This is an optimization exercise on Yosys and OpenROAD, whose aim is small area, not a production implementation. In this exercise RTL edits were held to simulation tests only and were not proved equivalent to the original. Power figures rest on the tool's default switching activity, not on a simulated workload.

`flow/config.mk`:
```
export PLATFORM = sky130hd
export DESIGN_NAME = riscv_pipeline
export DESIGN_NICKNAME = riscv_pipeline
export VERILOG_FILES = /design/flow/design.v
export SDC_FILE = /design/flow/constraint.sdc
export NUM_CORES = 4
export LEC_CHECK = 0
export CAP_MARGIN = 20
export CORE_MARGIN = 2
export CORE_UTILIZATION = 40
export SLEW_MARGIN = 20
export SYNTH_HIERARCHICAL = 1
export SYNTH_MINIMUM_KEEP_SIZE = 0
```
`flow/constraint.sdc`:
```
create_clock -name core_clock -period 10.0 [get_ports {clk}]
set_input_delay 2.0000 -clock core_clock [delete_from_list [all_inputs] [get_ports {clk}]]
set_output_delay 2.0000 -clock core_clock [all_outputs]
set_load 0.01 [all_outputs]
```
`flow/design.v`:
```
`timescale 1ns/100ps
`timescale 1ns/100ps
module reg_file (
    input  logic [4:0]    ra1,
    input  logic [4:0]    ra2,
    output logic [31:0]   rd1,
    output logic [31:0]   rd2,
    input  logic [4:0]    wa,
    input  logic          rst,
    output logic [31:1]   wen,
    input  logic [1023:32] q
);
    logic [31:1] sel1, sel2;
    always_comb begin
        for (int i = 1; i < 32; i++) begin
            sel1[i] = ra1 == i[4:0];
            sel2[i] = ra2 == i[4:0];
            wen[i]  = (wa == i[4:0]) | rst;
        end
    end
    for (genvar b = 0; b < 32; b++) begin : g_bit
        logic [30:0] d;
        for (genvar r = 1; r < 32; r++) begin : g_r
            assign d[r - 1] = q[32 * r + b];
        end
        rf_mux31 u_m1 (.sel(sel1), .d(d), .y(rd1[b]));
        rf_mux31 u_m2 (.sel(sel2), .d(d), .y(rd2[b]));
    end
endmodule
module rf_mux31 (
    input  logic [31:1] sel,
    input  logic [30:0] d,
    output logic        y
);
    logic [10:0] n;
    for (genvar k = 0; k < 10; k++) begin : g_aoi
        rf_aoi222 u_aoi (
            .s0(sel[3 * k + 1]), .d0(d[3 * k]),
            .s1(sel[3 * k + 2]), .d1(d[3 * k + 1]),
            .s2(sel[3 * k + 3]), .d2(d[3 * k + 2]),
            .y (n[k])
        );
    end
    rf_nand2 u_last (.a(sel[31]), .b(d[30]), .y(n[10]));
    rf_nand11 u_or (.n(n), .y(y));
endmodule
module rf_aoi222 (
    input  logic s0, d0, s1, d1, s2, d2,
    output logic y
);
    assign y = ~((s0 & d0) | (s1 & d1) | (s2 & d2));
endmodule
module rf_nand2 (
    input  logic a, b,
    output logic y
);
    assign y = ~(a & b);
endmodule
module rf_nand11 (
    input  logic [10:0] n,
    output logic        y
);
    assign y = ~&n;
endmodule
`timescale 1ns/100ps
`timescale 1ns/100ps
module alu (
    input  logic        arith,
    input  logic        reg_op,
    input  logic        branch,
    input  logic [2:0]  f3,
    input  logic        alt,
    input  logic [31:0] a,
    input  logic [31:0] b,
    output logic [31:0] result,
    output logic        taken
);
    logic op_sub, op_slt, op_sltu, op_sll, op_xor, op_sr, op_or, op_and, neg;
    assign op_sub  = (arith & reg_op & alt & f3 == 3'b000) | (branch & ~f3[2]);
    assign op_slt  = (arith & f3 == 3'b010) | (branch & f3[2:1] == 2'b10);
    assign op_sltu = (arith & f3 == 3'b011) | (branch & f3[2:1] == 2'b11);
    assign op_sll  = arith & f3 == 3'b001;
    assign op_xor  = arith & f3 == 3'b100;
    assign op_sr   = arith & f3 == 3'b101;
    assign op_or   = arith & f3 == 3'b110;
    assign op_and  = arith & f3 == 3'b111;
    assign neg     = op_sub | op_slt | op_sltu;
    logic [33:0] sum_x;
    logic [32:0] sum;
    assign sum_x = {1'b0, a, 1'b1} + {1'b0, b ^ {32{neg}}, neg};
    assign sum   = sum_x[33:1];
    logic lt_s, lt_u, zero, lt;
    assign lt_u = ~sum[32];
    assign lt_s = (a[31] ^ b[31]) ? a[31] : sum[31];
    assign zero = sum[31:0] == 32'd0;
    assign lt   = f3[1] ? lt_u : lt_s;
    always_comb begin
        taken = 1'b0;
        if (branch) begin
            case (f3)
                3'b000:         taken = zero;
                3'b001:         taken = ~zero;
                3'b100, 3'b110: taken = lt;
                3'b101, 3'b111: taken = ~lt;
                default:        taken = 1'b0;
            endcase
        end
    end
    logic [31:0] sh_in, sh_out, sh_rev;
    logic        fill;
    always_comb begin
        for (int i = 0; i < 32; i++) begin
            sh_in[i] = op_sll ? a[31 - i] : a[i];
        end
    end
    assign fill   = alt & a[31] & ~op_sll;
    assign sh_out = $unsigned($signed({fill, sh_in}) >>> b[4:0]);
    always_comb begin
        for (int i = 0; i < 32; i++) begin
            sh_rev[i] = sh_out[31 - i];
        end
    end
    logic op_add;
    assign op_add = ~(op_slt | op_sltu | op_sll | op_xor | op_sr | op_or | op_and);
    assign result = ({32{op_add}} & sum[31:0])
                  | {31'd0, op_slt & lt_s}
                  | {31'd0, op_sltu & lt_u}
                  | ({32{op_sll}} & sh_rev)
                  | ({32{op_sr}}  & sh_out)
                  | ({32{op_xor}} & (a ^ b))
                  | ({32{op_or}}  & (a | b))
                  | ({32{op_and}} & (a & b));
endmodule
`timescale 1ns/100ps
module branch_resolve (
    input  logic [31:1] pc,
    input  logic [12:1] off,
    output logic [31:1] target
);
    logic [13:1] c;
    logic [32:13] t;
    logic         sgn;
    assign sgn  = off[12];
    assign c[1] = 1'b0;
    for (genvar g = 1; g < 13; g++) begin : g_add
        assign target[g] = pc[g] ^ off[g] ^ c[g];
        assign c[g + 1]  = (pc[g] & off[g]) | (c[g] & (pc[g] ^ off[g]));
    end
    assign t[13] = c[13] ^ sgn;
    for (genvar g = 13; g < 32; g++) begin : g_inc
        assign target[g] = pc[g] ^ t[g];
        assign t[g + 1]  = t[g] & (pc[g] ^ sgn);
    end
endmodule
`timescale 1ns/100ps
module riscv_pipeline #(
    parameter logic [31:0] initial_pc = 32'h0040_0000
) (
    input  logic        clk,
    input  logic        rst,
    input  logic [31:0] instruction,
    input  logic [31:0] d_read_data,
    output logic [31:0] pc,
    output logic [31:0] alu_result,
    output logic [31:0] d_address,
    output logic [31:0] d_write_data,
    output logic [31:0] write_back_data,
    output logic        mem_read,
    output logic        mem_write
);
    localparam logic [6:0] op_load   = 7'b0000011;
    localparam logic [6:0] op_imm    = 7'b0010011;
    localparam logic [6:0] op_store  = 7'b0100011;
    localparam logic [6:0] op_reg    = 7'b0110011;
    localparam logic [6:0] op_branch = 7'b1100011;
    logic [31:1] pc_q;
    logic [31:1] pc_id;
    logic [31:1] ex_pc;
    logic [6:0]  ex_f7;
    logic [4:0]  ex_rs2;
    logic [4:0]  ex_rs1;
    logic [2:0]  ex_f3;
    logic [4:0]  ex_rd;
    logic        ex_r, ex_i, ex_l, ex_s, ex_b;
    logic [31:0] mem_alu;
    logic [31:0] mem_rs2;
    logic [31:1] mem_target;
    logic [4:0]  mem_rd;
    logic        mem_l, mem_s, mem_taken;
    logic [31:0] wb_alu;
    logic [4:0]  wb_rd;
    logic        wb_l, wb_a;
    logic [31:2] pc_inc;
    logic [32:2] pc_cy;
    assign pc_cy[2] = 1'b1;
    for (genvar g = 2; g < 32; g++) begin : g_inc
        assign pc_inc[g]    = pc_q[g] ^ pc_cy[g];
        assign pc_cy[g + 1] = pc_q[g] & pc_cy[g];
    end
    always_ff @(posedge clk) begin
        if (rst) begin
            pc_q <= initial_pc[31:1];
        end else if (mem_taken) begin
            pc_q <= mem_target;
        end else begin
            pc_q <= {pc_inc, pc_q[1]};
        end
    end
    assign pc = {pc_q, 1'b0};
    always_ff @(posedge clk) begin
        if (rst) begin
            pc_id <= '0;
        end else begin
            pc_id <= pc_q;
        end
    end
    always_ff @(posedge clk) begin
        if (rst) begin
            ex_r <= 1'b0;
            ex_i <= 1'b0;
            ex_l <= 1'b0;
            ex_s <= 1'b0;
            ex_b <= 1'b0;
        end else begin
            ex_r <= instruction[6:0] == op_reg;
            ex_i <= instruction[6:0] == op_imm;
            ex_l <= instruction[6:0] == op_load;
            ex_s <= instruction[6:0] == op_store;
            ex_b <= instruction[6:0] == op_branch;
        end
    end
    always_ff @(posedge clk) begin
        ex_pc  <= pc_id;
        ex_f7  <= instruction[31:25];
        ex_rs2 <= instruction[24:20];
        ex_rs1 <= instruction[19:15];
        ex_f3  <= instruction[14:12];
        ex_rd  <= instruction[11:7];
    end
    logic [31:0]    rdata1, rdata2;
    logic [31:1]    wen;
    logic [1023:32] regs;
    reg_file u_reg_file (
        .ra1 (ex_rs1),
        .ra2 (ex_rs2),
        .rd1 (rdata1),
        .rd2 (rdata2),
        .wa  (wb_rd),
        .rst (rst),
        .wen (wen),
        .q   (regs)
    );
    for (genvar g = 1; g < 32; g++) begin : g_x
        always_ff @(posedge clk) begin
            if (wen[g]) begin
                regs[32 * g +: 32] <= write_back_data;
            end
        end
    end
    logic        use_imm;
    logic [31:0] imm;
    logic [31:0] opb;
    assign use_imm = ex_i | ex_l | ex_s;
    assign imm     = {{20{ex_f7[6]}}, ex_f7, ex_s ? ex_rd : ex_rs2};
    assign opb     = use_imm ? imm : rdata2;
    logic taken;
    alu u_alu (
        .arith (ex_r | ex_i),
        .reg_op(ex_r),
        .branch(ex_b),
        .f3    (ex_f3),
        .alt   (ex_f7 == 7'b0100000),
        .a     (rdata1),
        .b     (opb),
        .result(alu_result),
        .taken (taken)
    );
    logic [31:1] target;
    branch_resolve u_branch_resolve (
        .pc    (ex_pc),
        .off   ({ex_f7[6], ex_rd[0], ex_f7[5:0], ex_rd[4:1]}),
        .target(target)
    );
    always_ff @(posedge clk) begin
        mem_target <= target;
    end
    always_ff @(posedge clk) begin
        if (rst) begin
            mem_alu   <= '0;
            mem_rs2   <= '0;
            mem_rd    <= '0;
            mem_l     <= 1'b0;
            mem_s     <= 1'b0;
            mem_taken <= 1'b0;
        end else begin
            mem_alu   <= alu_result;
            mem_rs2   <= rdata2;
            mem_rd    <= (ex_r | ex_i | ex_l) ? ex_rd : 5'd0;
            mem_l     <= ex_l;
            mem_s     <= ex_s;
            mem_taken <= taken;
        end
    end
    assign d_address    = mem_alu;
    assign d_write_data = mem_rs2;
    assign mem_read     = mem_l;
    assign mem_write    = mem_s;
    always_ff @(posedge clk) begin
        wb_alu <= mem_alu;
    end
    always_ff @(posedge clk) begin
        if (rst) begin
            wb_rd <= '0;
            wb_l  <= 1'b0;
            wb_a  <= 1'b0;
        end else begin
            wb_rd <= mem_rd;
            wb_l  <= mem_l;
            wb_a  <= ~mem_l;
        end
    end
    logic sel_l, sel_a;
    assign sel_l = wb_l & ~rst;
    assign sel_a = wb_a & ~rst;
    assign write_back_data = ({32{sel_l}} & d_read_data) | ({32{sel_a}} & wb_alu);
endmodule
```
`flow/run.sh`:
```
#!/bin/bash
# synth_recipe.tcl (not shown) runs the flow's synth.tcl, then flattens the netlist and writes it again
# the make line also repeats each setting of config.mk as NAME=value (left out here)
make -C /OpenROAD-flow-scripts/flow DESIGN_CONFIG=/design/flow/config.mk WORK_HOME=/design/flow/orfs CLKGATE_MAP_FILE= SYNTH_SCRIPT=/design/flow/synth_recipe.tcl finish
```
==> results of run 1 <==
## layer usage
| layer | vias up | wire [µm] |
|---|---|---|
| li1 | 17200 | - |
| met1 | 20800 | 79100 |
| met2 | 3174 | 92200 |
| met3 | 469 | 28600 |
| met4 | 20 | 12700 |
| met5 | - | 112 |
## modules after synthesis (local to each module, per instance), excerpt
module / times used / cell area, µm²
reg_file: 1 / 803
rf_aoi222: 640 / 10.0
alu: 1 / 7020
riscv_pipeline: 1 / 37500
branch_resolve: 1 / 856
rf_nand2: 64 / 3.75
rf_nand11: 64 / 23.8
## power by group through the flow
| stage | registers (mW) | clock network, mW | logic, mW |
|---|---|---|---|
| 2_1_floorplan | 6.46 | 0 | 1.29 |
| 3_3_place_gp | 6.50 | 0 | 2.56 |
| 3_5_place_dp | 6.51 | 0 | 2.55 |
| 4_1_cts | 6.41 | 5.16 | 2.56 |
| 5_1_grt | 6.46 | 5.37 | 2.74 |
| 6_report | 6.42 | 5.10 | 2.63 |
## state kept, by name, indices dropped and copies added (netlist names), 5 cells and up
signal / count
ex_rs2: 5
pc_id: 31
wb_alu: 32
ex_f7: 7
mem_target: 31
pc_q: 31
ex_rd: 5
mem_alu: 32
mem_rs2: 32
wb_rd: 5
regs: 992
ex_pc: 31
ex_rs1: 5
mem_rd: 5
## critical path: cells and delay by family, from the launching register on
kind	cells	cell delay [ns]
adders and majority gates	1	0.42
AOI/OAI and AO/OA	5	1.52
DFF	1	0.58
buffers and inverters	2	0.94
and+or+nand+nor	8	2.89
xor gates and xnor gates	2	0.55
## final timing paths
check / startpoint / end / slack [ns] / cells after the start
setup / recovery: ex_rs2[0]$_DFF_P_ / alu_result[31] / 0.30 / 18
hold / removal: pc_id[3]$_SDFF_PP0_ / ex_pc[3]$_DFF_P_ / 0.32 / 0
setup reg to reg: ex_rs2[0]$_DFF_P_ / mem_taken$_SDFF_PP0_ / 2.62 / 21
hold reg to reg: pc_id[3]$_SDFF_PP0_ / ex_pc[3]$_DFF_P_ / 0.32 / 0
## layout by cell type, fill, tap and decap left out, types with 12 or more instances in the layout
| cell | n |
|---|---|
| buf_4 | 139 |
| a22oi_1 | 31 |
| clkbuf_1 | 32 |
| xnor2_1 | 69 |
| clkinv_2 | 15 |
| a211oi_1 | 31 |
| nand4_1 | 135 |
| ha_1 | 126 |
| clkinv_1 | 22 |
| nor2_2 | 32 |
| edfxtp_1 | 992 |
| nor2_4 | 31 |
| dfxtp_1 | 262 |
| a222oi_1 | 640 |
| nand3b_1 | 12 |
| a21oi_1 | 90 |
| a221o_1 | 20 |
| and3_1 | 14 |
| o21bai_4 | 16 |
| nor3_1 | 15 |
| a21o_1 | 32 |
| nand2_1 | 182 |
| o21ai_0 | 78 |
| and2_1 | 17 |
| clkdlybuf4s50_1 | 225 |
| mux2i_1 | 128 |
| nor4_1 | 14 |
| or3_1 | 73 |
| a22o_1 | 25 |
| nand3_1 | 79 |
| o22ai_1 | 15 |
| nor2b_1 | 116 |
| xor2_1 | 21 |
| inv_1 | 92 |
| diode_2 | 17 |
| nor2_1 | 96 |
| clkbuf_16 | 139 |
## metrics by stage
step                      util (%)  hold slack (ns)
after floorplan                  -            0.310
after global placement        44.4            0.310
after detailed placement      44.4            0.312
after CTS                     47.8            0.326
after global routing          47.8            0.328
final                         47.8            0.323
## area by class of cell
class                   count  area (µm²)  share of cell area, %
flip-flops and latches   1257       35100                   54.3
clock buffers             182        3750                   5.80
multi-input cells        2326       19000                   29.4
inverters                  93         349                  0.540
repair buffers            367        3350                   5.19
diodes                     17        42.5                 0.0658
well taps                1781        2230                   3.45
clock inverters            68         827                   1.28
## kinds of logic (layout without fill, tap and decap cells)
| logic type | count (synthesis) | count (layout) | share of synthesized area [%] |
|---|---|---|---|
| flops | 1257 | 1257 | 64.6 |
| xor+xnor | 90 | 90 | 1.45 |
| fa+ha+maj | 137 | 137 | 3.30 |
| other cells | 1 | 18 | 0.00690 |
| compound gates | 1073 | 1073 | 17.4 |
| buf+inv | 212 | 710 | 1.62 |
| simple gates | 876 | 876 | 8.73 |
| mux | 149 | 149 | 2.98 |
## repair_timing
item | CTS | global route
hold buffers | 0 | 0
resized for setup | 0 | 2
setup endpoints to repair | 0 | 7
setup buffers | 0 | 2
==> results by group, run 1 <==
Timing
  – Max Clock Freq: 103 MHz
  – Setup_tns: 0 ns
  – Hold Vio Cnt, Final: 0
  – Final Max Tran Viols: 0
  – Period utilisation layout: 97.0%
  – Worst-margin pin slew: around 1.2 ns
  – Unrepaired setup endpoints after global routing: no
  – Relative slew slack: 17.3%
  – Skew final: 0.0517 ns
  – Setup ws final: between 0.3 and 0.4 ns
  – Min Clock Period, post-route: 9.70 ns
  – Setup violators final: 0

Power and ir drop
  – Clk pwr share: 36.0%
  – P_int: 10.0 mW
  – Power per Cell Area: 219 nW/µm²
  – Pwr Total: 14.1 mW
  – Switch share: roughly 29%
  – Combinational power share: between 10% and 20%
  – Peak VDD IR: 0.000160 V
  – Seq pwr share: between 40% and 50%
  – Switch Pwr: 4.13 mW
  – Leakage: 23.0 nW

Synth
  – Post-synth top cells: edfxtp_1 (992), a222oi_1 (640), dfxtp_1 (265)
  – Cell variety after synth: 95
  – Synth top area share: 54.8%
  – Post-synth top area cell: edfxtp_1
  – Syn Nets: approximately 4,000
  – Syn Area/Cell: between 10 and 15 µm²
  – EDFF count, synth: between 900 and 1,000
  – Ys flop type: edfxtp_1
  – Count leader, synth: edfxtp_1
  – Largest cells by area after synthesis: edfxtp_1 (55%), a222oi_1 (12%), dfxtp_1 (9.8%)
  – Synthesized instance count: 3,795
  – Ys async rst share: 0%
  – #FFs+latches synth: 1,257
  – Number of synthesis warnings: 9
  – Synthesized cell area: around 54,000 µm²
  – Post-synthesis sequential area ratio: 64.6%

Clock tree
  – CTS sink cnt: 1,257
  – CTS root buf: clkbuf_16
  – Max Root-Sink Buffers: 3
  – Inserted Clock Buffers: 136
  – H-tree Lvls: 4
  – Clock Pin Slew Worst Setup and Hold Paths: 0.06 ns
  – CTS tree: done
  – Clock latency on the worst-skew pair: about 0.8 ns

Setup path
  – CP Max Fanout: 17
  – Slowest CP cell: clkdlybuf4s50_1
  – Critical Path RT: 8.00 ns
  – Worst setup EP type: output port
  – CP Cell Sequence: nand3b_1, nor2_4, buf_4, a222oi_1, nand4_1, or3_1, nor4_1, a21oi_2, xnor2_1, ha_1, nand2_1, or4_4, nand3_1, a311oi_2, o41ai_2, xor2_1, a221o_1, clkdlybuf4s50_1
  – CP max stage delay: between 0.6 and 0.7 ns
  – CP Launch Type: flip-flop
  – Setup CP Type: flip-flop to output port
  – CP arrival: 7.70 ns

Worst hold path
  – Hold Crit Class: flip-flop to flip-flop

Placed design
  – Dpl hpwl: around 140,000 µm
  – Routability cong.: just under 1
  – DP Area: ~60,000 µm²
  – Placed cell count: 5,821
  – Buffers on Ports: 226
  – Worst slack, placed: around 1.1 ns

GRT
  – Congestion Overflow GR: 0
  – Pin count of the biggest net entering global routing: 70
  – Met2 Use GR: 43.8%
  – Met1 Use GR: 39.0%
  – First-pass GRT wire length: 295,000 µm
  – Number of global-route vias before repair: between 30,000 and 40,000
  – Initial antenna violation count: 26
  – GRT Total Usage: 29.5%
  – Gr busiest metal: met2
  – GRT met3 Usage: 8.31%

Job
  – Max-Cap Viols: 0

Floorplanning
  – Initial core utilization: about two fifths
  – Row cnt: 135
  – CORE AREA: approximately 140,000 µm²
  – Die height: 373 µm
  – Die ar.: 139,000 µm²
  – Ports: 228
  – Die X: between 300 and 400 µm

Detailed routing
  – Routed Antenna Nets: 0
  – Remaining DRCs: 0
  – WL/cell: 34.9 µm
  – Final wirelength: 213,000 µm
  – Via density: 6.83
  – Iteration count of the initial detailed-routing pass: 14
  – DRT iter0 DRCs: 8,921
  – DR vias: 41,600

Final layout
  – Synth-to-layout area growth: 18.9%
  – Finished Cell Area: 64,600 µm²
  – Fin nets: between 4,000 and 5,000
  – Fillers: 11,800
  – Fraction of layout cells with a size suffix above 1: 12.1%
  – Final std cells w/o fill: 6,091

Run status
  – Outcome: no timing/DRC/antenna violations
==> inputs of run 2 (changes only) <==
--- a/flow/design.v
+++ b/flow/design.v
@@ -65,71 +65,120 @@
 `timescale 1ns/100ps
 `timescale 1ns/100ps
 module alu (
-    input  logic        arith,
-    input  logic        reg_op,
-    input  logic        branch,
-    input  logic [2:0]  f3,
-    input  logic        alt,
     input  logic [31:0] a,
     input  logic [31:0] b,
+    input  logic        neg,      
+    input  logic        sll,      
+    input  logic        sra,      
+    input  logic        s_add,    
+    input  logic        s_x,      
+    input  logic        s_g,      
+    input  logic        s_sr,     
+    input  logic        s_sl,     
+    input  logic        s_slt,
+    input  logic        s_sltu,
     output logic [31:0] result,
-    output logic        taken
+    output logic        zero,     
+    output logic        lt_s,     
+    output logic        lt_u      
 );
-    logic op_sub, op_slt, op_sltu, op_sll, op_xor, op_sr, op_or, op_and, neg;
-    assign op_sub  = (arith & reg_op & alt & f3 == 3'b000) | (branch & ~f3[2]);
-    assign op_slt  = (arith & f3 == 3'b010) | (branch & f3[2:1] == 2'b10);
-    assign op_sltu = (arith & f3 == 3'b011) | (branch & f3[2:1] == 2'b11);
-    assign op_sll  = arith & f3 == 3'b001;
-    assign op_xor  = arith & f3 == 3'b100;
-    assign op_sr   = arith & f3 == 3'b101;
-    assign op_or   = arith & f3 == 3'b110;
-    assign op_and  = arith & f3 == 3'b111;
-    assign neg     = op_sub | op_slt | op_sltu;
-    logic [33:0] sum_x;
-    logic [32:0] sum;
-    assign sum_x = {1'b0, a, 1'b1} + {1'b0, b ^ {32{neg}}, neg};
-    assign sum   = sum_x[33:1];
-    logic lt_s, lt_u, zero, lt;
-    assign lt_u = ~sum[32];
-    assign lt_s = (a[31] ^ b[31]) ? a[31] : sum[31];
-    assign zero = sum[31:0] == 32'd0;
-    assign lt   = f3[1] ? lt_u : lt_s;
-    always_comb begin
-        taken = 1'b0;
-        if (branch) begin
-            case (f3)
-                3'b000:         taken = zero;
-                3'b001:         taken = ~zero;
-                3'b100, 3'b110: taken = lt;
-                3'b101, 3'b111: taken = ~lt;
-                default:        taken = 1'b0;
-            endcase
+    logic [31:0] bx, p, g, sum;
+    for (genvar i = 0; i < 32; i++) begin : g_pg
+        c_xor2 u_bx (.a(b[i]), .b(neg), .y(bx[i]));
+        c_ha   u_ha (.a(a[i]), .b(bx[i]), .s(p[i]), .c(g[i]));
+    end
+    logic [32:0] gl [0:9];
+    logic [32:0] pl [0:9];
+    assign gl[0][0] = neg;
+    assign pl[0][0] = 1'b0;
+    assign gl[0][32:1] = g;
+    assign pl[0][32:1] = p;
+    for (genvar lv = 0; lv < 9; lv++) begin : g_lv
+        localparam int D  = (lv < 5) ? (1 << lv) : (1 << (8 - lv));
+        localparam bit UP = lv < 5;
+        for (genvar j = 0; j < 33; j++) begin : g_j
+            if ((UP && (j % (2 * D)) == (2 * D - 1)) ||
+                (!UP && (j % (2 * D)) == (D - 1) && j > 2 * D - 1)) begin : g_node
+                c_ao21 u_g (.a(gl[lv][j]), .b(pl[lv][j]), .c(gl[lv][j - D]), .y(gl[lv + 1][j]));
+                c_and2 u_p (.a(pl[lv][j]), .b(pl[lv][j - D]), .y(pl[lv + 1][j]));
+            end else begin : g_pass
+                assign gl[lv + 1][j] = gl[lv][j];
+                assign pl[lv + 1][j] = pl[lv][j];
+            end
         end
     end
-    logic [31:0] sh_in, sh_out, sh_rev;
+    for (genvar i = 0; i < 32; i++) begin : g_sum
+        c_xor2 u_s (.a(p[i]), .b(gl[9][i]), .y(sum[i]));
+    end
+    assign lt_u = ~gl[9][32];
+    assign lt_s = p[31] ? sum[31] : a[31];
+    c_and32 u_zero (.a(p), .y(zero));
+    logic [31:0] sl [0:5];
     logic        fill;
-    always_comb begin
-        for (int i = 0; i < 32; i++) begin
-            sh_in[i] = op_sll ? a[31 - i] : a[i];
+    logic [4:0]  nb, bf;
+    for (genvar i = 0; i < 32; i++) begin : g_shin
+        c_mux2i u_m (.a(a[i]), .b(a[31 - i]), .s(sll), .y(sl[0][i]));
+    end
+    assign fill = sra & a[31];
+    for (genvar k = 0; k < 5; k++) begin : g_shctl
+        assign nb[k] = ~b[k];
+        assign bf[k] = b[k] & ((k % 2 == 0) ? ~fill : fill);
+    end
+    for (genvar k = 0; k < 5; k++) begin : g_shl
+        for (genvar i = 0; i < 32; i++) begin : g_shb
+            if (i + (1 << k) < 32) begin : g_mux
+                c_mux2i u_m (.a(sl[k][i]), .b(sl[k][i + (1 << k)]), .s(b[k]), .y(sl[k + 1][i]));
+            end else begin : g_fill
+                c_a21oi u_f (.a1(nb[k]), .a2(sl[k][i]), .b1(bf[k]), .y(sl[k + 1][i]));
+            end
         end
     end
-    assign fill   = alt & a[31] & ~op_sll;
-    assign sh_out = $unsigned($signed({fill, sh_in}) >>> b[4:0]);
-    always_comb begin
-        for (int i = 0; i < 32; i++) begin
-            sh_rev[i] = sh_out[31 - i];
+    for (genvar i = 0; i < 32; i++) begin : g_res
+        logic n1, n2;
+        c_aoi222 u_a (.s0(s_add), .d0(sum[i]), .s1(s_x), .d1(p[i]), .s2(s_g), .d2(g[i]), .y(n1));
+        c_aoi22  u_s (.s0(s_sr), .d0(sl[5][i]), .s1(s_sl), .d1(sl[5][31 - i]), .y(n2));
+        if (i == 0) begin : g_b0
+            logic n3;
+            c_aoi22 u_c (.s0(s_slt), .d0(lt_s), .s1(s_sltu), .d1(lt_u), .y(n3));
+            c_nand3 u_o (.a(n1), .b(n2), .c(n3), .y(result[i]));
+        end else begin : g_bn
+            c_nand2 u_o (.a(n1), .b(n2), .y(result[i]));
         end
     end
-    logic op_add;
-    assign op_add = ~(op_slt | op_sltu | op_sll | op_xor | op_sr | op_or | op_and);
-    assign result = ({32{op_add}} & sum[31:0])
-                  | {31'd0, op_slt & lt_s}
-                  | {31'd0, op_sltu & lt_u}
-                  | ({32{op_sll}} & sh_rev)
-                  | ({32{op_sr}}  & sh_out)
-                  | ({32{op_xor}} & (a ^ b))
-                  | ({32{op_or}}  & (a | b))
-                  | ({32{op_and}} & (a & b));
+endmodule
+module c_xor2 (input logic a, b, output logic y);
+    assign y = a ^ b;
+endmodule
+module c_ha (input logic a, b, output logic s, c);
+    assign s = a ^ b;
+    assign c = a & b;
+endmodule
+module c_ao21 (input logic a, b, c, output logic y);
+    assign y = a | (b & c);
+endmodule
+module c_and2 (input logic a, b, output logic y);
+    assign y = a & b;
+endmodule
+module c_nand2 (input logic a, b, output logic y);
+    assign y = ~(a & b);
+endmodule
+module c_nand3 (input logic a, b, c, output logic y);
+    assign y = ~(a & b & c);
+endmodule
+module c_mux2i (input logic a, b, s, output logic y);
+    assign y = ~(s ? b : a);
+endmodule
+module c_a21oi (input logic a1, a2, b1, output logic y);
+    assign y = ~((a1 & a2) | b1);
+endmodule
+module c_aoi22 (input logic s0, d0, s1, d1, output logic y);
+    assign y = ~((s0 & d0) | (s1 & d1));
+endmodule
+module c_aoi222 (input logic s0, d0, s1, d1, s2, d2, output logic y);
+    assign y = ~((s0 & d0) | (s1 & d1) | (s2 & d2));
+endmodule
+module c_and32 (input logic [31:0] a, output logic y);
+    assign y = &a;
 endmodule
 `timescale 1ns/100ps
 module branch_resolve (
@@ -263,18 +312,53 @@
     assign use_imm = ex_i | ex_l | ex_s;
     assign imm     = {{20{ex_f7[6]}}, ex_f7, ex_s ? ex_rd : ex_rs2};
     assign opb     = use_imm ? imm : rdata2;
-    logic taken;
+    logic arith, alt;
+    logic op_sub, op_slt, op_sltu, op_sll, op_xor, op_sr, op_or, op_and, neg;
+    logic zero, lt_s, lt_u, lt, taken;
+    assign arith   = ex_r | ex_i;
+    assign alt     = ex_f7 == 7'b0100000;
+    assign op_sub  = (ex_r & alt & ex_f3 == 3'b000) | (ex_b & ~ex_f3[2]);
+    assign op_slt  = (arith & ex_f3 == 3'b010) | (ex_b & ex_f3[2:1] == 2'b10);
+    assign op_sltu = (arith & ex_f3 == 3'b011) | (ex_b & ex_f3[2:1] == 2'b11);
+    assign op_sll  = arith & ex_f3 == 3'b001;
+    assign op_xor  = arith & ex_f3 == 3'b100;
+    assign op_sr   = arith & ex_f3 == 3'b101;
+    assign op_or   = arith & ex_f3 == 3'b110;
+    assign op_and  = arith & ex_f3 == 3'b111;
+    assign neg     = op_sub | op_slt | op_sltu;
+    logic nr;
+    assign nr = ~rst;
     alu u_alu (
-        .arith (ex_r | ex_i),
-        .reg_op(ex_r),
-        .branch(ex_b),
-        .f3    (ex_f3),
-        .alt   (ex_f7 == 7'b0100000),
         .a     (rdata1),
         .b     (opb),
+        .neg   (neg),
+        .sll   (op_sll),
+        .sra   (op_sr & alt),
+        .s_add (nr & ~(op_slt | op_sltu | op_sll | op_xor | op_sr | op_or | op_and)),
+        .s_x   (nr & (op_xor | op_or)),
+        .s_g   (nr & (op_and | op_or)),
+        .s_sr  (nr & op_sr),
+        .s_sl  (nr & op_sll),
+        .s_slt (nr & op_slt),
+        .s_sltu(nr & op_sltu),
         .result(alu_result),
-        .taken (taken)
+        .zero  (zero),
+        .lt_s  (lt_s),
+        .lt_u  (lt_u)
     );
+    assign lt = ex_f3[1] ? lt_u : lt_s;
+    always_comb begin
+        taken = 1'b0;
+        if (ex_b) begin
+            case (ex_f3)
+                3'b000:         taken = zero;
+                3'b001:         taken = ~zero;
+                3'b100, 3'b110: taken = lt;
+                3'b101, 3'b111: taken = ~lt;
+                default:        taken = 1'b0;
+            endcase
+        end
+    end
     logic [31:1] target;
     branch_resolve u_branch_resolve (
         .pc    (ex_pc),
@@ -282,18 +366,17 @@
         .target(target)
     );
     always_ff @(posedge clk) begin
+        mem_alu    <= alu_result;
         mem_target <= target;
     end
     always_ff @(posedge clk) begin
         if (rst) begin
-            mem_alu   <= '0;
             mem_rs2   <= '0;
             mem_rd    <= '0;
             mem_l     <= 1'b0;
             mem_s     <= 1'b0;
             mem_taken <= 1'b0;
         end else begin
-            mem_alu   <= alu_result;
             mem_rs2   <= rdata2;
             mem_rd    <= (ex_r | ex_i | ex_l) ? ex_rd : 5'd0;
             mem_l     <= ex_l;
--- a/flow/config.mk
+++ b/flow/config.mk
@@ -8,6 +8,9 @@
 export CAP_MARGIN = 20
 export CORE_MARGIN = 2
 export CORE_UTILIZATION = 40
+export CTS_BUF_LIST = sky130_fd_sc_hd__clkbuf_8
+export CTS_CLUSTER_DIAMETER = 50
+export CTS_CLUSTER_SIZE = 20
 export SLEW_MARGIN = 20
 export SYNTH_HIERARCHICAL = 1
 export SYNTH_MINIMUM_KEEP_SIZE = 0
==> results by group, run 2 <==
Synth
  – Syn Nets: 3,408
  – Syn Area/Cell: 15.8 µm²
  – Mux cell area share after synthesis: 4.05%
  – Synth top area share: 57.6%
  – EDFF count, synth: just under 1,000
  – Largest family of logic cells by synthesized area: compound AO/OA/AOI/OAI gates
  – XOR/XNOR share of the synthesized area: around 1.6%
  – Synthesized cell area: 51,700 µm²
  – Number of synthesis warnings: 14
  – Synthesized instance count: 3,270
  – #FFs+latches synth: roughly 1,300
  – Cell variety after synth: 58
  – Synth Area in Compound Gates: between 15 and 20%
  – Post-synthesis sequential area ratio: 67.9%
  – Adder-cell share of the synthesized area: about 1.9%
  – Count leader, synth: edfxtp_1
  – Ys flop type: edfxtp_1
  – Simple-gate share of the synthesized area: 7.28%
  – Post-synth top cells: edfxtp_1 (992), a222oi_1 (672), dfxtp_1 (265)
  – Post-synth top area cell: edfxtp_1
  – Ys async rst share: 0%
  – Largest cells by area after synthesis: edfxtp_1 (58%), a222oi_1 (13%), dfxtp_1 (10%)

Timing
  – Setup violators final: 0
  – Skew final: around 0.088 ns
  – Min Clock Period, post-route: a little under 10 ns
  – Hold Vio Cnt, Final: 0
  – Relative slew slack: between 15 and 20%
  – Worst-margin pin slew: 1.25 ns
  – Setup_tns: 0 ns
  – Max Clock Freq: approximately 100 MHz
  – Unrepaired setup endpoints after global routing: no
  – Setup ws final: 0.311 ns
  – Final Max Tran Viols: 0
  – Period utilisation layout: 96.9%

Setup path
  – Critical Path RT: 8.00 ns
  – CP Launch Type: flip-flop
  – Setup CP Type: flip-flop to output port
  – CP Max Fanout: 17
  – CP arrival: 7.69 ns
  – Worst setup EP type: output port
  – Reg2Reg Setup Slack: 3.58 ns

Job
  – Max-Cap Viols: 0

Clock tree
  – CTS root buf: clkbuf_8
  – Max Root-Sink Buffers: 3
  – Hold-fix buffers at CTS: 0
  – # resized after CTS: 0
  – Clock latency on the worst-skew pair: slightly above 0.9 ns
  – Inserted Clock Buffers: between 100 and 150
  – CTS sink cnt: roughly 1,300
  – H-tree Lvls: 3
  – Post-CTS setup buffers: 0
  – CTS tree: done
  – Clock Pin Slew Worst Setup and Hold Paths: 0.11 ns

Final layout
  – Reg with most FFs: regs
  – Fillers: 11,100
  – Fin nets: 3,845
  – Commonest non-fill, non-tap cell in the layout: edfxtp_1
  – Fraction of layout cells with a size suffix above 1: between 10 and 15%
  – Max reg flops: about 1,000
  – Synth-to-layout area growth: 16.3%
  – Most frequent cells in the layout: edfxtp_1 (992), a222oi_1 (672), dfxtp_1 (264)

Placed design
  – Dpl hpwl: about 120,000 µm
  – Buffers on Ports: approximately 230
  – Worst slack, placed: ~1.5 ns
  – Routability cong.: 1.00

Detailed routing
  – Final wirelength: 193,000 µm
  – Via density: roughly 7
  – Routed Antenna Nets: 0
  – WL/cell: 35.3 µm
  – Metal3 WL: 25,500 µm
  – DR vias: 38,200
  – Remaining DRCs: 0
  – M1 WL: 72,400 µm
  – Iteration count of the initial detailed-routing pass: 13
  – Routed met2 length: 83,800 µm
  – Top Layer Used: met5
  – DRT iter0 DRCs: 9,231

Floorplanning
  – CORE AREA: about 130,000 µm²
  – Ports: 228
  – Die height: approximately 360 µm
  – Die X: 364 µm
  – Initial core utilization: 40.4%
  – Die ar.: 132,000 µm²
  – Row cnt: 131

GRT
  – Number of global-route vias before repair: ~36,000
  – First-pass GRT wire length: 269,000 µm
  – GRT Total Usage: 28.4%
  – Initial antenna violation count: 18
  – Congestion Overflow GR: 0
  – Pin count of the biggest net entering global routing: 75

Power and ir drop
  – Leakage: 21.5 nW
  – Peak VDD IR: 0.000149 V
  – Power per Cell Area: 195 nW/µm²

Run status
  – Outcome: no timing/DRC/antenna violations

Worst hold path
  – Hold Crit Class: flip-flop to flip-flop
run 2: cell count changes in the layout (fill, tap and decap cells not counted), moves of 33 or more:
cell	before	now
a21o_1	32	80
a21oi_1	90	5
a22oi_2	0	33
clkbuf_16	139	0
clkbuf_8	11	111
ha_1	126	61
inv_1	92	19
mux2i_1	128	195
nand2_1	182	120
nor2_1	96	50
nor2b_1	116	74
o21ai_0	78	6
xnor2_1	69	17
xor2_1	21	75
run 2: kinds of logic (layout without fill, tap and decap cells):
kind of cell / count (synthesis) / in the layout
buffers and inverters: 55 / 588
xor gates and xnor gates: 92 / 92
and+or+nand+nor: 681 / 681
adders and majority gates: 72 / 72
DFF: 1257 / 1257
other: 1 / 9
muxes: 206 / 206
AOI/OAI and AO/OA: 906 / 906
run 2: final cells by class:
| type | instances | area (µm²) | area share (%) |
|---|---|---|---|
| Antenna cell | 8 | 20.0 | 0.0333 |
| Multi-Input combinational cell | 1958 | 16900 | 28.1 |
| Tap cell | 1662 | 2080 | 3.46 |
| Timing Repair Buffer | 375 | 3440 | 5.72 |
| Sequential cell | 1257 | 35100 | 58.4 |
| Clock inverter | 95 | 1020 | 1.70 |
| Inverter | 7 | 26.3 | 0.0437 |
| Clock buffer | 111 | 1530 | 2.54 |
run 2: Yosys stat by module (local to each module, per instance), excerpt:
module,cells,area [µm²]
riscv_pipeline,1584,37500
alu,12,75.1
reg_file,143,803
c_aoi22,1,12.5
rf_aoi222,1,10.0
c_aoi222,1,10.0
c_mux2i,1,10.0
rf_nand11,4,23.8
c_nand2,1,3.75
c_xor2,1,8.76
run 2: per-layer routing:
layer  vias up  global-route usage (%)
met1     18900                    38.3
met3       559                    6.58
met4        12                    14.1
li1      15600                       -
met2      3185                    42.9
met5         -                   0.182
run 2: where the power goes:
part | switching [mW] | leakage, nW | internal, mW
Clock | 2.01 | 1.31 | 1.37
Sequential | 0.240 | 12.4 | 6.18
Combinational | 1.24 | 7.77 | 0.689
run 2: path summary, 6_finish.rpt:
kind	startpoint	to	cells after the start
max	ex_rs2[2]$_DFF_P_	alu_result[30]	21
min	pc_id[23]$_SDFF_PP0_	ex_pc[23]$_DFF_P_	0
max reg2reg	ex_rs2[2]$_DFF_P_	mem_alu[30]$_DFF_P_	20
min reg2reg	pc_id[23]$_SDFF_PP0_	ex_pc[23]$_DFF_P_	0
run 2: metrics by stage:
step | total power, mW | area, µm² | hold slack, ns | utilization [%] | instances
6_report | 11.7 | 60100 | 0.329 | 47.0 | 5473
5_1_grt | 12.1 | 60100 | 0.335 | 47.0 | 5469
4_1_cts | 11.7 | 60100 | 0.329 | 47.0 | 5464
3_5_place_dp | 8.39 | 57500 | 0.312 | 45.0 | 5258
3_3_place_gp | 8.37 | 57500 | 0.310 | 45.0 | 5258
2_1_floorplan | 7.48 | 51700 | 0.310 | - | 3270
run 2: critical path: stages (launching register included):
cell             delay [ns]
dfxtp_1                0.49
or3b_4                 0.48
nor2_2                 0.89
buf_4                  0.47
a222oi_1               0.17
nand4_1                0.31
or3_1                  0.25
a21o_1                 0.15
xor2_1                 0.30
ha_1                   0.36
and2_1                 0.18
and2_1                 0.14
a21o_1                 0.17
a21o_1                 0.24
a21o_1                 0.24
a21o_1                 0.21
a21o_1                 0.18
a21o_1                 0.16
xor2_1                 0.16
a222oi_1               0.32
nand2_1                0.28
clkdlybuf4s50_1        0.57
==> inputs of run 3 (changes only) <==
==> flow/flow/run.sh (new file) <==
#!/bin/bash
# The standard layout (standard.sh), with single-strength buffers on the
# ports instead of the delay-cell buffers ORFS picks by default.
set -euo pipefail
export BUFFER_PORTS_ARGS="-buffer_cell sky130_fd_sc_hd__buf_1"
bash standard.sh > standard.log 2>&1
==> flow/standard.sh (new file) <==
#!/bin/bash
# synth_recipe.tcl (not shown) runs the flow's synth.tcl, then flattens the netlist and writes it again
# the make line also repeats each setting of config.mk as NAME=value (left out here)
make -C /OpenROAD-flow-scripts/flow DESIGN_CONFIG=/design/flow/config.mk WORK_HOME=/design/flow/orfs CLKGATE_MAP_FILE= SYNTH_SCRIPT=/design/flow/synth_recipe.tcl "${@:-finish}"
--- a/flow/config.mk
+++ b/flow/config.mk
@@ -9,8 +9,8 @@
 export CORE_MARGIN = 2
 export CORE_UTILIZATION = 40
 export CTS_BUF_LIST = sky130_fd_sc_hd__clkbuf_8
-export CTS_CLUSTER_DIAMETER = 50
-export CTS_CLUSTER_SIZE = 20
+export CTS_CLUSTER_DIAMETER = 60
+export CTS_CLUSTER_SIZE = 16
 export SLEW_MARGIN = 20
 export SYNTH_HIERARCHICAL = 1
 export SYNTH_MINIMUM_KEEP_SIZE = 0
removed: flow/run.sh
==> results by group, run 3 <==
Power and ir drop
  – Switch share: 29.3%
  – Seq pwr share: between 50% and 60%
  – Power per Cell Area: 190 nW/µm²
  – Peak VDD IR: around 0.00013 V
  – Switch Pwr: around 3.2 mW
  – Clk pwr share: about a quarter
  – Leakage: 20.7 nW
  – P_int: 7.80 mW
  – Combinational power share: 16.1%

Final layout
  – Fraction of layout cells with a size suffix above 1: 13.0%
  – Post-layout util: 45.4%
  – Fin nets: 3,832
  – Commonest non-fill, non-tap cell in the layout: edfxtp_1
  – Max reg flops: 992
  – Synth-to-layout area growth: 12.3%
  – Most frequent cells in the layout: edfxtp_1 (992), a222oi_1 (672), dfxtp_1 (264)
  – Fillers: 11,300
  – Register area: 35,100 µm²
  – Area of the multi-input gates: 17,000 µm²
  – Reg with most FFs: regs

Detailed routing
  – WL/cell: 35.3 µm
  – DR vias: 38,300
  – Remaining DRCs: 0
  – Iteration count of the initial detailed-routing pass: 11
  – DRT iter0 DRCs: 9,090
  – Via density: just over 7
  – Final wirelength: ~190,000 µm
  – Routed Antenna Nets: 0

Setup path
  – CP Max Fanout: 31
  – Register-to-Register Path Depth: 22
  – Critical R2R Launch: ex_rs2[1]$_DFF_P_
  – Setup CP Type: flip-flop to output port
  – Worst setup EP type: output port
  – Reg2Reg Setup Slack: between 3 and 4 ns
  – CP Launch Type: flip-flop
  – Critical Path RT: 8.00 ns
  – CP arrival: 7.46 ns
  – RR Endpoint: mem_alu[30]$_DFF_P_

Floorplanning
  – Die ar.: about 130,000 µm²
  – Row cnt: 131
  – Die height: 364 µm
  – Die X: approximately 360 µm
  – CORE AREA: 128,000 µm²
  – Ports: 228
  – Initial core utilization: 40.4%

Worst hold path
  – Hold path depth: 0
  – Hold Crit Class: flip-flop to flip-flop
  – Min-Delay Endpoint: ex_pc[1]$_DFF_P_
  – Hold Path Origin: pc_id[1]$_SDFF_PP0_

Synth
  – EDFF count, synth: between 900 and 1,000
  – Ys flop type: edfxtp_1
  – Syn Area/Cell: 15.8 µm²
  – Syn Nets: ~3,400
  – Post-synth top cells: edfxtp_1 (992), a222oi_1 (672), dfxtp_1 (265)
  – Post-synth top area cell: edfxtp_1
  – Synth top area share: 57.6%
  – Count leader, synth: edfxtp_1
  – Largest cells by area after synthesis: edfxtp_1 (58%), a222oi_1 (13%), dfxtp_1 (10%)
  – Synthesized cell area: 51,700 µm²
  – #FFs+latches synth: 1,257
  – Synthesized instance count: 3,270
  – Post-synthesis sequential area ratio: between 60% and 70%
  – Cell variety after synth: 58
  – Ys async rst share: 0%
  – Number of synthesis warnings: 14

Timing
  – Setup violators final: 0
  – Final Max Tran Viols: 0
  – Setup_tns: 0 ns
  – Period utilisation layout: 94.6%
  – Worst-margin pin slew: between 1 and 1.5 ns
  – Relative slew slack: 22.3%
  – Min Clock Period, post-route: 9.46 ns
  – Hold Vio Cnt, Final: 0
  – Max Clock Freq: between 100 and 150 MHz
  – Skew final: 0.0834 ns
  – Unrepaired setup endpoints after global routing: no

Clock tree
  – H-tree Lvls: 3
  – Clock latency on the worst-skew pair: approximately 0.87 ns
  – Max Root-Sink Buffers: 3
  – Inserted Clock Buffers: 100
  – CTS root buf: clkbuf_8
  – Hold-fix buffers at CTS: 0
  – CTS sink cnt: 1,257
  – # resized after CTS: 0
  – Post-CTS setup buffers: 0
  – CTS tree: done
  – Clock Pin Slew Worst Setup and Hold Paths: 0.09 ns

GRT
  – GRT Total Usage: 28.1%
  – Congestion Overflow GR: 0
  – First-pass GRT wire length: 266,000 µm
  – Pin count of the biggest net entering global routing: between 70 and 80
  – Number of global-route vias before repair: 35,400
  – Initial antenna violation count: 9

Placed design
  – Buffers on Ports: about 230
  – Dpl hpwl: 124,000 µm
  – Routability cong.: 0.934

Run status
  – Outcome: no timing/DRC/antenna violations

Job
  – Max-Cap Viols: 0
run 3: cell count changes in the layout (fill, tap and decap cells not counted), sizes merged:
cell           change
clkdlybuf4s50    -225
bufinv             -5
buf              +219
clkinv            -15
diode              -6
clkinvlp           -3
clkbuf             -5
inv                -6
run 3: cell type report:
cell class	instances	share of cell area [%]
well taps	1662	3.58
multi-input cells	1958	29.3
clock buffers	105	2.49
diodes	2	0.00862
clock inverters	66	0.791
repair buffers	370	3.33
inverters	7	0.0453
flip-flops and latches	1257	60.5
run 3: cells by family (layout without fill, tap and decap cells):
kind of cell | after synthesis | count (layout) | share of synthesized area, %
compound gates | 906 | 906 | 16.8
other cells | 1 | 3 | 0.00725
buf+inv | 55 | 548 | 0.499
xor+xnor | 92 | 92 | 1.56
simple gates | 681 | 681 | 7.28
flops | 1257 | 1257 | 67.9
mux | 206 | 206 | 4.05
fa+ha+maj | 72 | 72 | 1.90
run 3: worst max-delay path by stage:
stage	from	end	slack, ns	cells after the start
floorplan	ex_s$_SDFF_PP0_	alu_result[30]	0.99	18
global placement	ex_rs2[1]$_DFF_P_	alu_result[30]	1.63	23
detailed placement	ex_rs2[1]$_DFF_P_	alu_result[30]	1.60	23
CTS	ex_rs2[1]$_DFF_P_	alu_result[30]	0.66	23
global route	ex_rs2[1]$_DFF_P_	alu_result[30]	0.44	23
finish	ex_rs2[1]$_DFF_P_	alu_result[30]	0.54	23
run 3: layer usage:
layer | vias up | track usage [%] | part of all wire (%)
met5 | - | 0 | 0.0057
met4 | 2 | 12.4 | 5.0
met3 | 464 | 6.69 | 13
met2 | 3250 | 42.6 | 44
met1 | 19100 | 38.4 | 38
li1 | 15500 | - | -
run 3: metrics by stage:
stage	power, mW	setup slack (ns)	hold WS [ns]	cell area (µm²)	cells
2_1_floorplan	7.48	0.994	0.310	51700	3270
3_3_place_gp	8.23	1.63	0.311	56100	5254
3_5_place_dp	8.25	1.60	0.312	56100	5254
4_1_cts	11.0	0.664	0.336	58000	5425
5_1_grt	11.4	0.442	0.333	58000	5426
6_report	11.0	0.538	0.334	58000	5427
run 3: critical path, stage by stage, from the launching register on:
cell and delay (ns):
dfxtp_1 0.38, nand2b_1 0.66, nor2_4 0.29, buf_4 0.32
a222oi_1 0.40, nand4_1 0.26, or3_1 0.46, nand2_1 0.12
o21ai_4 0.09, buf_4 0.30, xor2_1 0.21, ha_1 0.38
and2_1 0.18, a21o_1 0.22, a21o_1 0.27, a21o_1 0.29
a21o_1 0.24, a21o_1 0.21, a21o_1 0.20, a21o_1 0.17
xor2_1 0.15, a222oi_1 0.32, nand2_1 0.27, buf_1 0.21
run 3: power groups by stage:
stage / clock network, mW / logic, mW / registers, mW
floorplan: 0 / 1.00 / 6.48
global placement: 0 / 1.72 / 6.51
detailed placement: 0 / 1.73 / 6.52
CTS: 2.88 / 1.73 / 6.41
global route: 3.06 / 1.85 / 6.46
finish: 2.83 / 1.78 / 6.42
run 3: modules after synthesis (local to each module, per instance), a selection:
module / flip-flops and latches / cell area (µm²) / cells
riscv_pipeline: 1257 / 37500 / 1584
rf_nand11: 0 / 23.8 / 4
c_and2: 0 / 6.26 / 1
c_a21oi: 0 / 8.76 / 1
c_and32: 0 / 68.8 / 11
c_nand2: 0 / 3.75 / 1
branch_resolve: 0 / 830 / 91
c_nand3: 0 / 5.00 / 1
rf_nand2: 0 / 3.75 / 1
c_aoi22: 0 / 12.5 / 1
c_mux2i: 0 / 10.0 / 1
c_ao21: 0 / 7.51 / 1
c_ha: 0 / 12.5 / 1
reg_file: 0 / 803 / 143
rf_aoi222: 0 / 10.0 / 1
alu: 0 / 75.1 / 12
==> inputs of run 4 (changes only) <==
==> flow/flow/run.sh (replaced) <==
#!/bin/bash
# The standard layout (standard.sh) with three changes that only affect how
# the layout is built:
#  - single-strength buffers on the ports instead of the delay-cell buffers
#    ORFS picks by default;
#  - clock tree synthesis without dummy load cells;
#  - power recovery (downsizing off-critical cells) after global routing.
set -euo pipefail
export BUFFER_PORTS_ARGS="-buffer_cell sky130_fd_sc_hd__buf_1"
export CTS_ARGS="-sink_clustering_enable -repair_clock_nets -dont_use_dummy_load -buf_list sky130_fd_sc_hd__clkbuf_8 -sink_clustering_size 16 -sink_clustering_max_diameter 60"
export RECOVER_POWER=100
bash standard.sh > standard.log 2>&1
==> results by group, run 4 <==
Final layout
  – Fillers: 11,400
  – Reg with most FFs: regs
  – Post-layout util: 44.6%
  – Synth-to-layout area growth: 10.3%
  – Max reg flops: 992
  – Most frequent cells in the layout: edfxtp_1 (992), a222oi_1 (672), dfxtp_1 (264)
  – Commonest non-fill, non-tap cell in the layout: edfxtp_1
  – Fraction of layout cells with a size suffix above 1: 9.99%
  – Fin nets: about 3,800

Detailed routing
  – Metal3 WL: 25,500 µm
  – Iteration count of the initial detailed-routing pass: 14
  – WL/cell: 35.8 µm
  – DRT iter0 DRCs: 9,154
  – Final wirelength: 192,000 µm
  – DR vias: 38,000
  – Routed met2 length: 83,000 µm
  – Via density: 7.09
  – M1 WL: between 70,000 and 80,000 µm
  – Top Layer Used: met5
  – Remaining DRCs: 0
  – Routed Antenna Nets: 0

Synth
  – Synth top area share: about 58%
  – Ys async rst share: 0%
  – Number of synthesis warnings: 14
  – Synthesized instance count: approximately 3,300
  – Largest cells by area after synthesis: edfxtp_1 (58%), a222oi_1 (13%), dfxtp_1 (10%)
  – Cell variety after synth: 58
  – EDFF count, synth: 992
  – Syn Nets: 3,408
  – Synthesized cell area: 51,700 µm²
  – Ys flop type: edfxtp_1
  – Post-synth top area cell: edfxtp_1
  – Post-synthesis sequential area ratio: 67.9%
  – Syn Area/Cell: 15.8 µm²
  – Post-synth top cells: edfxtp_1 (992), a222oi_1 (672), dfxtp_1 (265)
  – Count leader, synth: edfxtp_1
  – #FFs+latches synth: between 1,000 and 1,500

Setup path
  – Worst setup EP type: output port
  – CP Max Fanout: 31
  – Setup CP Type: flip-flop to output port
  – CP arrival: between 7 and 8 ns
  – CP Launch Type: flip-flop
  – Critical Path RT: 8.00 ns

Clock tree
  – CTS tree: done
  – Hold-fix buffers at CTS: 0
  – CTS sink cnt: ~1,300
  – Max Root-Sink Buffers: 3
  – H-tree Lvls: 3
  – # resized after CTS: 0
  – Clock latency on the worst-skew pair: 0.87 ns
  – Post-CTS setup buffers: 0
  – Clock Pin Slew Worst Setup and Hold Paths: 0.09 ns
  – Inserted Clock Buffers: 100
  – CTS root buf: clkbuf_8

Job
  – Max-Cap Viols: 58

Timing
  – Unrepaired setup endpoints after global routing: no
  – Setup_tns: 0 ns
  – Max Clock Freq: 104 MHz
  – Relative slew slack: -144%
  – Final Max Tran Viols: between 1,500 and 2,000
  – Hold Vio Cnt, Final: 0
  – Setup violators final: 0
  – Period utilisation layout: 95.9%
  – Worst-margin pin slew: 3.66 ns
  – Min Clock Period, post-route: between 9 and 10 ns
  – Skew final: 0.133 ns

GRT
  – Initial antenna violation count: 9
  – Pin count of the biggest net entering global routing: 75
  – First-pass GRT wire length: approximately 270,000 µm
  – GRT Total Usage: 28.0%
  – Congestion Overflow GR: 0
  – Number of global-route vias before repair: 35,400

Power and ir drop
  – Power per Cell Area: 187 nW/µm²
  – Leakage: 20.0 nW
  – Peak VDD IR: 0.000133 V

Run status
  – Outcome: finished with violations
  – Failing Checks: max-capacitance violations, max-slew violations

Floorplanning
  – Die height: between 300 and 400 µm
  – Ports: about 230
  – Row cnt: about 130
  – CORE AREA: 128,000 µm²
  – Die ar.: roughly 130,000 µm²
  – Die X: roughly 360 µm
  – Initial core utilization: slightly above 40%

Worst hold path
  – Hold Crit Class: flip-flop to flip-flop

Placed design
  – Buffers on Ports: 226
  – Dpl hpwl: roughly 120,000 µm
  – Routability cong.: 0.934
run 4: cell counts after synthesis:
No cell type changed its count.
run 4: cell type report:
type                       count  area (µm²)  share of cell area (%)
sequential                  1257       35100                    61.5
multi-input combinational   1958       16700                    29.4
timing repair buffer         370        1710                    2.99
antenna                        5        12.5                  0.0219
tap                         1662        2080                    3.65
inverter                       7        26.3                  0.0461
clock buffer                 100        1380                    2.41
run 4: metrics by stage:
step / area, µm² / instances / hold WS, ns / power, mW / setup slack [ns]
3_5_place_dp: 56100 / 5254 / 0.312 / 8.25 / 1.60
3_3_place_gp: 56100 / 5254 / 0.311 / 8.23 / 1.63
4_1_cts: 57500 / 5354 / 0.331 / 10.7 / 0.690
5_1_grt: 57000 / 5356 / 0.329 / 11.0 / 0.357
2_1_floorplan: 51700 / 3270 / 0.310 / 7.48 / 0.994
6_report: 57000 / 5359 / 0.330 / 10.7 / 0.409
run 4: modules after synthesis (local to each module, per instance), a selection:
module	cell area [µm²]	cells	copies in the design	flops+latches
c_xor2	8.76	1	64	0
c_nand2	3.75	1	31	0
rf_nand2	3.75	1	64	0
riscv_pipeline	37500	1584	1	1257
rf_aoi222	10.0	1	640	0
branch_resolve	830	91	1	0
rf_nand11	23.8	4	64	0
c_a21oi	8.76	1	31	0
run 4: kinds of logic (layout without fill, tap and decap cells):
| logic type | Yosys count | after routing | share of synthesized area, % |
|---|---|---|---|
| multiplexers | 206 | 206 | 4.05 |
| flip-flops | 1257 | 1257 | 67.9 |
| XOR/XNOR | 92 | 92 | 1.56 |
| other | 1 | 6 | 0.00725 |
| buffers and inverters | 55 | 477 | 0.499 |
| adder cells (fa/ha/maj) | 72 | 72 | 1.90 |
| AO/OA/AOI/OAI | 906 | 906 | 16.8 |
| AND/OR/NAND/NOR | 681 | 681 | 7.28 |
run 4: worst paths after layout:
path,end,slack (ns),from,cells after the start
max,alu_result[30],0.41,ex_rs2[1]$_DFF_P_,23
min,ex_pc[14]$_DFF_P_,0.33,pc_id[14]$_SDFF_PP0_,0
max reg2reg,mem_target[31]$_DFF_P_,2.97,ex_rd[1]$_DFF_P_,17
min reg2reg,ex_pc[14]$_DFF_P_,0.33,pc_id[14]$_SDFF_PP0_,0
run 4: critical path, stage by stage (launching register included):
cell and delay, ns:
dfxtp_1 0.37, nand2b_1 0.66, nor2_4 0.29, buf_4 0.31
a222oi_1 0.39, nand4_1 0.26, or3_1 0.46, nand2_1 0.07
o21ai_0 0.22, buf_4 0.37, xor2_1 0.21, ha_1 0.38
and2_0 0.19, a21o_1 0.23, a21o_1 0.27, a21o_1 0.29
a21o_1 0.24, a21o_1 0.21, a21o_1 0.19, a21o_1 0.17
xor2_1 0.15, a222oi_1 0.32, nand2_1 0.27, buf_1 0.21
run 4: power by group:
part	leakage [nW]	switching, mW	total, mW	internal, mW
registers	12.4	0.237	6.44	6.20
clock network	0.719	1.60	2.49	0.889
logic	6.88	1.23	1.75	0.517
run 4: per-layer routing:
layer / vias to the layer above / track usage, %
met5: - / 0
met4: 2 / 12.7
met3: 513 / 6.70
met2: 3193 / 42.4
met1: 18900 / 38.3
li1: 15400 / -
==> inputs of run 5 (changes only) <==
--- a/flow/design.v
+++ b/flow/design.v
@@ -134,15 +134,15 @@
         end
     end
     for (genvar i = 0; i < 32; i++) begin : g_res
-        logic n1, n2;
-        c_aoi222 u_a (.s0(s_add), .d0(sum[i]), .s1(s_x), .d1(p[i]), .s2(s_g), .d2(g[i]), .y(n1));
-        c_aoi22  u_s (.s0(s_sr), .d0(sl[5][i]), .s1(s_sl), .d1(sl[5][31 - i]), .y(n2));
         if (i == 0) begin : g_b0
-            logic n3;
+            logic r0, n3;
+            c_res   u_r (.s_add(s_add), .sum(sum[i]), .s_x(s_x), .p(p[i]), .s_g(s_g), .g(g[i]),
+                         .s_sr(s_sr), .shr(sl[5][i]), .s_sl(s_sl), .shl(sl[5][31 - i]), .y(r0));
             c_aoi22 u_c (.s0(s_slt), .d0(lt_s), .s1(s_sltu), .d1(lt_u), .y(n3));
-            c_nand3 u_o (.a(n1), .b(n2), .c(n3), .y(result[i]));
+            c_nand2b u_o (.a_n(r0), .b(n3), .y(result[i]));
         end else begin : g_bn
-            c_nand2 u_o (.a(n1), .b(n2), .y(result[i]));
+            c_res   u_r (.s_add(s_add), .sum(sum[i]), .s_x(s_x), .p(p[i]), .s_g(s_g), .g(g[i]),
+                         .s_sr(s_sr), .shr(sl[5][i]), .s_sl(s_sl), .shl(sl[5][31 - i]), .y(result[i]));
         end
     end
 endmodule
@@ -162,8 +162,14 @@
 module c_nand2 (input logic a, b, output logic y);
     assign y = ~(a & b);
 endmodule
-module c_nand3 (input logic a, b, c, output logic y);
-    assign y = ~(a & b & c);
+module c_nand2b (input logic a_n, b, output logic y);
+    assign y = a_n | ~b;
+endmodule
+module c_res (
+    input  logic s_add, sum, s_x, p, s_g, g, s_sr, shr, s_sl, shl,
+    output logic y
+);
+    assign y = (s_add & sum) | (s_x & p) | (s_g & g) | (s_sr & shr) | (s_sl & shl);
 endmodule
 module c_mux2i (input logic a, b, s, output logic y);
     assign y = ~(s ? b : a);
==> results by group, run 5 <==
Run status
  – Outcome: finished with violations
  – Failing Checks: max-capacitance violations, max-slew violations

Floorplanning
  – Ports: 228
  – CORE AREA: 128,000 µm²
  – Die height: roughly 360 µm
  – Die ar.: 132,000 µm²
  – Initial core utilization: around 40%
  – Die X: 363 µm
  – Row cnt: about 130

Timing
  – Max Clock Freq: 104 MHz
  – Setup_tns: 0 ns
  – Setup violators final: 0
  – Min Clock Period, post-route: 9.61 ns
  – Worst-margin pin slew: 4.22 ns
  – Skew final: 0.142 ns
  – Unrepaired setup endpoints after global routing: no
  – Hold Vio Cnt, Final: 0
  – Final Max Tran Viols: 1,384
  – Hold_ws: 0.328 ns
  – Period utilisation layout: 96.1%
  – Relative slew slack: -181%

Setup path
  – Critical Path RT: 8.00 ns
  – CP arrival: roughly 7.6 ns
  – CP Launch Type: flip-flop
  – Setup CP Type: flip-flop to output port
  – Critical R2R Launch: ex_rd[1]$_DFF_P_
  – CP Max Fanout: 16
  – Worst setup EP type: output port
  – RR Endpoint: mem_target[31]$_DFF_P_
  – Register-to-Register Path Depth: 17
  – Reg2Reg Setup Slack: 2.95 ns

Synth
  – Synthesized cell area: 51,500 µm²
  – Ys async rst share: 0%
  – Post-synth top cells: edfxtp_1 (992), a222oi_1 (672), dfxtp_1 (265)
  – Number of synthesis warnings: 14
  – Count leader, synth: edfxtp_1
  – #FFs+latches synth: 1,257
  – Post-synth top area cell: edfxtp_1
  – Post-synthesis sequential area ratio: 68.1%
  – Syn Nets: 3,409
  – Synth top area share: 57.8%
  – Synthesized instance count: 3,271
  – Cell variety after synth: slightly below 60
  – EDFF count, synth: just under 1,000
  – Ys flop type: edfxtp_1
  – Syn Area/Cell: around 16 µm²
  – Largest cells by area after synthesis: edfxtp_1 (58%), a222oi_1 (13%), dfxtp_1 (10%)

Worst hold path
  – Min-Delay Endpoint: wb_alu[21]$_DFF_P_
  – Hold Path Origin: mem_alu[21]$_DFF_P_
  – Hold Crit Class: flip-flop to flip-flop
  – Hold path depth: 0

Placed design
  – Dpl hpwl: 120,000 µm
  – Placed cell count: 5,243
  – Routability cong.: 0.957
  – Buffers on Ports: 226

Clock tree
  – Clock Pin Slew Worst Setup and Hold Paths: 0.10 ns
  – CTS root buf: clkbuf_8
  – Hold-fix buffers at CTS: 0
  – # resized after CTS: 0
  – CTS tree: done
  – CTS sink cnt: about 1,300
  – Post-CTS setup buffers: 0
  – Max Root-Sink Buffers: 3
  – Clock latency on the worst-skew pair: about 0.84 ns
  – Inserted Clock Buffers: 98
  – H-tree Lvls: 3

Detailed routing
  – DR vias: 37,900
  – Top Layer Used: met5
  – M1 WL: 69,200 µm
  – Routed Antenna Nets: 0
  – WL/cell: 35.4 µm
  – Remaining DRCs: 0
  – DRT iter0 DRCs: slightly above 9,000
  – Routed met2 length: 83,200 µm
  – Metal3 WL: approximately 26,000 µm
  – Via density: 7.09
  – Final wirelength: 189,000 µm
  – Iteration count of the initial detailed-routing pass: 14

GRT
  – First-pass GRT wire length: 262,000 µm
  – Initial antenna violation count: 7
  – Number of global-route vias before repair: 35,500
  – Congestion Overflow GR: 0
  – GRT Total Usage: 27.6%
  – Pin count of the biggest net entering global routing: 92

Job
  – Max-Cap Viols: 41

Power and ir drop
  – Peak VDD IR: 0.000139 V
  – Leakage: 20.0 nW
  – Power per Cell Area: 187 nW/µm²
  – Pwr Total: about 11 mW

Final layout
  – Final std cells w/o fill: 5,345
  – Fin nets: 3,819
  – Reg with most FFs: regs
  – Fraction of layout cells with a size suffix above 1: roughly a tenth
  – Most frequent cells in the layout: edfxtp_1 (992), a222oi_1 (672), dfxtp_1 (264)
  – Synth-to-layout area growth: 10.4%
  – Max reg flops: roughly 1,000
  – Commonest non-fill, non-tap cell in the layout: edfxtp_1
-- run 5: final cells by class --
class,count,area [µm²]
Sequential cell,1257,35100
Antenna cell,4,10.0
Inverter,7,26.3
Clock buffer,98,1350
Multi-Input combinational cell,1959,16700
Timing Repair Buffer,358,1670
Tap cell,1662,2080
Fill cell,11300,70800
-- run 5: worst max path at each step --
stage,depth (start not counted),slack (ns),start,end
2_1_floorplan,18,0.99,ex_s$_SDFF_PP0_,alu_result[30]
3_3_place_gp,21,1.88,ex_rs2[4]$_DFF_P_,alu_result[30]
3_5_place_dp,20,1.76,ex_rs2[4]$_DFF_P_,alu_result[28]
4_1_cts,20,0.86,ex_rs2[4]$_DFF_P_,alu_result[28]
5_1_grt,17,0.31,ex_rs1[4]$_DFF_P_,alu_result[28]
6_report,17,0.39,ex_rs1[4]$_DFF_P_,alu_result[28]
-- run 5: critical path: stages, from the launching register on --
cell,delay (ns)
dfxtp_1,0.35
nand2b_1,0.50
nor2_1,1.78
a222oi_1,0.41
nand4_1,0.39
or3_1,0.32
ha_1,0.33
a21o_1,0.24
a21o_1,0.22
a21o_1,0.25
a21o_1,0.28
a21o_1,0.27
a21o_1,0.24
a21o_1,0.18
xor2_1,0.16
a222oi_1,0.33
nand2_1,0.30
buf_1,0.21
-- run 5: cell families after synthesis --
family | Yosys count | share of synthesized area [%]
flip-flops | 1257 | 68.1
AO/OA/AOI/OAI | 906 | 16.6
XOR/XNOR | 92 | 1.56
other | 1 | 0.00728
AND/OR/NAND/NOR | 682 | 7.31
adder cells (fa/ha/maj) | 72 | 1.91
buffers and inverters | 55 | 0.500
multiplexers | 206 | 4.07
-- run 5: layer usage --
layer / vias up / GRT usage, %
met2: 3237 / 41.9
met1: 18800 / 37.6
met4: 2 / 13.3
li1: 15400 / -
met5: - / 0
met3: 473 / 6.14
-- run 5: power breakdown --
| part | internal [mW] | switching (mW) | total [mW] |
|---|---|---|---|
| combinational | 0.509 | 1.24 | 1.75 |
| sequential | 6.20 | 0.230 | 6.43 |
| clock | 0.872 | 1.59 | 2.46 |
-- run 5: Yosys stat by module (local to each module, per instance), excerpt --
| module | flops+latches | area, µm² | cells | times used |
|---|---|---|---|---|
| riscv_pipeline | 1257 | 37500 | 1584 | 1 |
| branch_resolve | 0 | 830 | 91 | 1 |
| reg_file | 0 | 803 | 143 | 1 |
| alu | 0 | 75.1 | 12 | 1 |
| c_and32 | 0 | 68.8 | 11 | 1 |
| rf_nand11 | 0 | 23.8 | 4 | 64 |
| c_res | 0 | 21.3 | 3 | 32 |
| c_ha | 0 | 12.5 | 1 | 32 |
| c_aoi22 | 0 | 12.5 | 1 | 1 |
| c_mux2i | 0 | 10.0 | 1 | 161 |
| rf_aoi222 | 0 | 10.0 | 1 | 640 |
| c_a21oi | 0 | 8.76 | 1 | 31 |
| c_ao21 | 0 | 7.51 | 1 | 58 |
| c_and2 | 0 | 6.26 | 1 | 26 |
| c_nand2b | 0 | 6.26 | 1 | 1 |
| rf_nand2 | 0 | 3.75 | 1 | 64 |
-- run 5: per-stage QoR --
stage          cell area (µm²)  setup slack [ns]  utilization, %
6_report                 56900             0.389            44.6
3_3_place_gp             55900              1.88            43.8
3_5_place_dp             55900              1.76            43.8
2_1_floorplan            51500             0.993               -
5_1_grt                  56900             0.315            44.5
4_1_cts                  57300             0.863            44.9

-- static timing again, ports no longer ideal --
The flow's constraints put no driver on any port. The routed layouts listed below were extracted and timed again, unchanged, in two steps.
Step 1, drivers: a clkbuf_16 drives clk and a buf_2 each remaining input, both assumed.
Step 2 times the ports against the registers' clock, not the clock port: input delays grow and output delays shrink by t, the midpoint of the rising clock arrivals with the driver on.
a / b / c = ideal ports / drivers / drivers and shift; a / b = the first two.
run	t (ns)	setup WS [ns]	worst hold slack (ns)	clock arrival spread, ns	worst slew at a driven data input, ns
run 1	0.849	0.302 / 0.224 / 1.073	0.323 / 0.323 / 0.323	0.052 / 0.053	0.10
run 2	0.955	0.311 / 0.238 / 1.193	0.329 / 0.329 / 0.329	0.088 / 0.088	0.09
run 3	0.907	0.538 / 0.461 / 1.368	0.334 / 0.334 / 0.334	0.083 / 0.083	0.11
run 4	0.875	0.409 / 0.332 / 1.186	0.330 / 0.330 / 0.330	0.134 / 0.133	0.11
run 5	0.836	0.389 / 0.318 / 0.148	0.328 / 0.328 / 0.328	0.151 / 0.151	0.08
For run 5, which loses most, drivers alone change the setup slack by -0.071 ns; drivers and shift together by -0.241 ns.
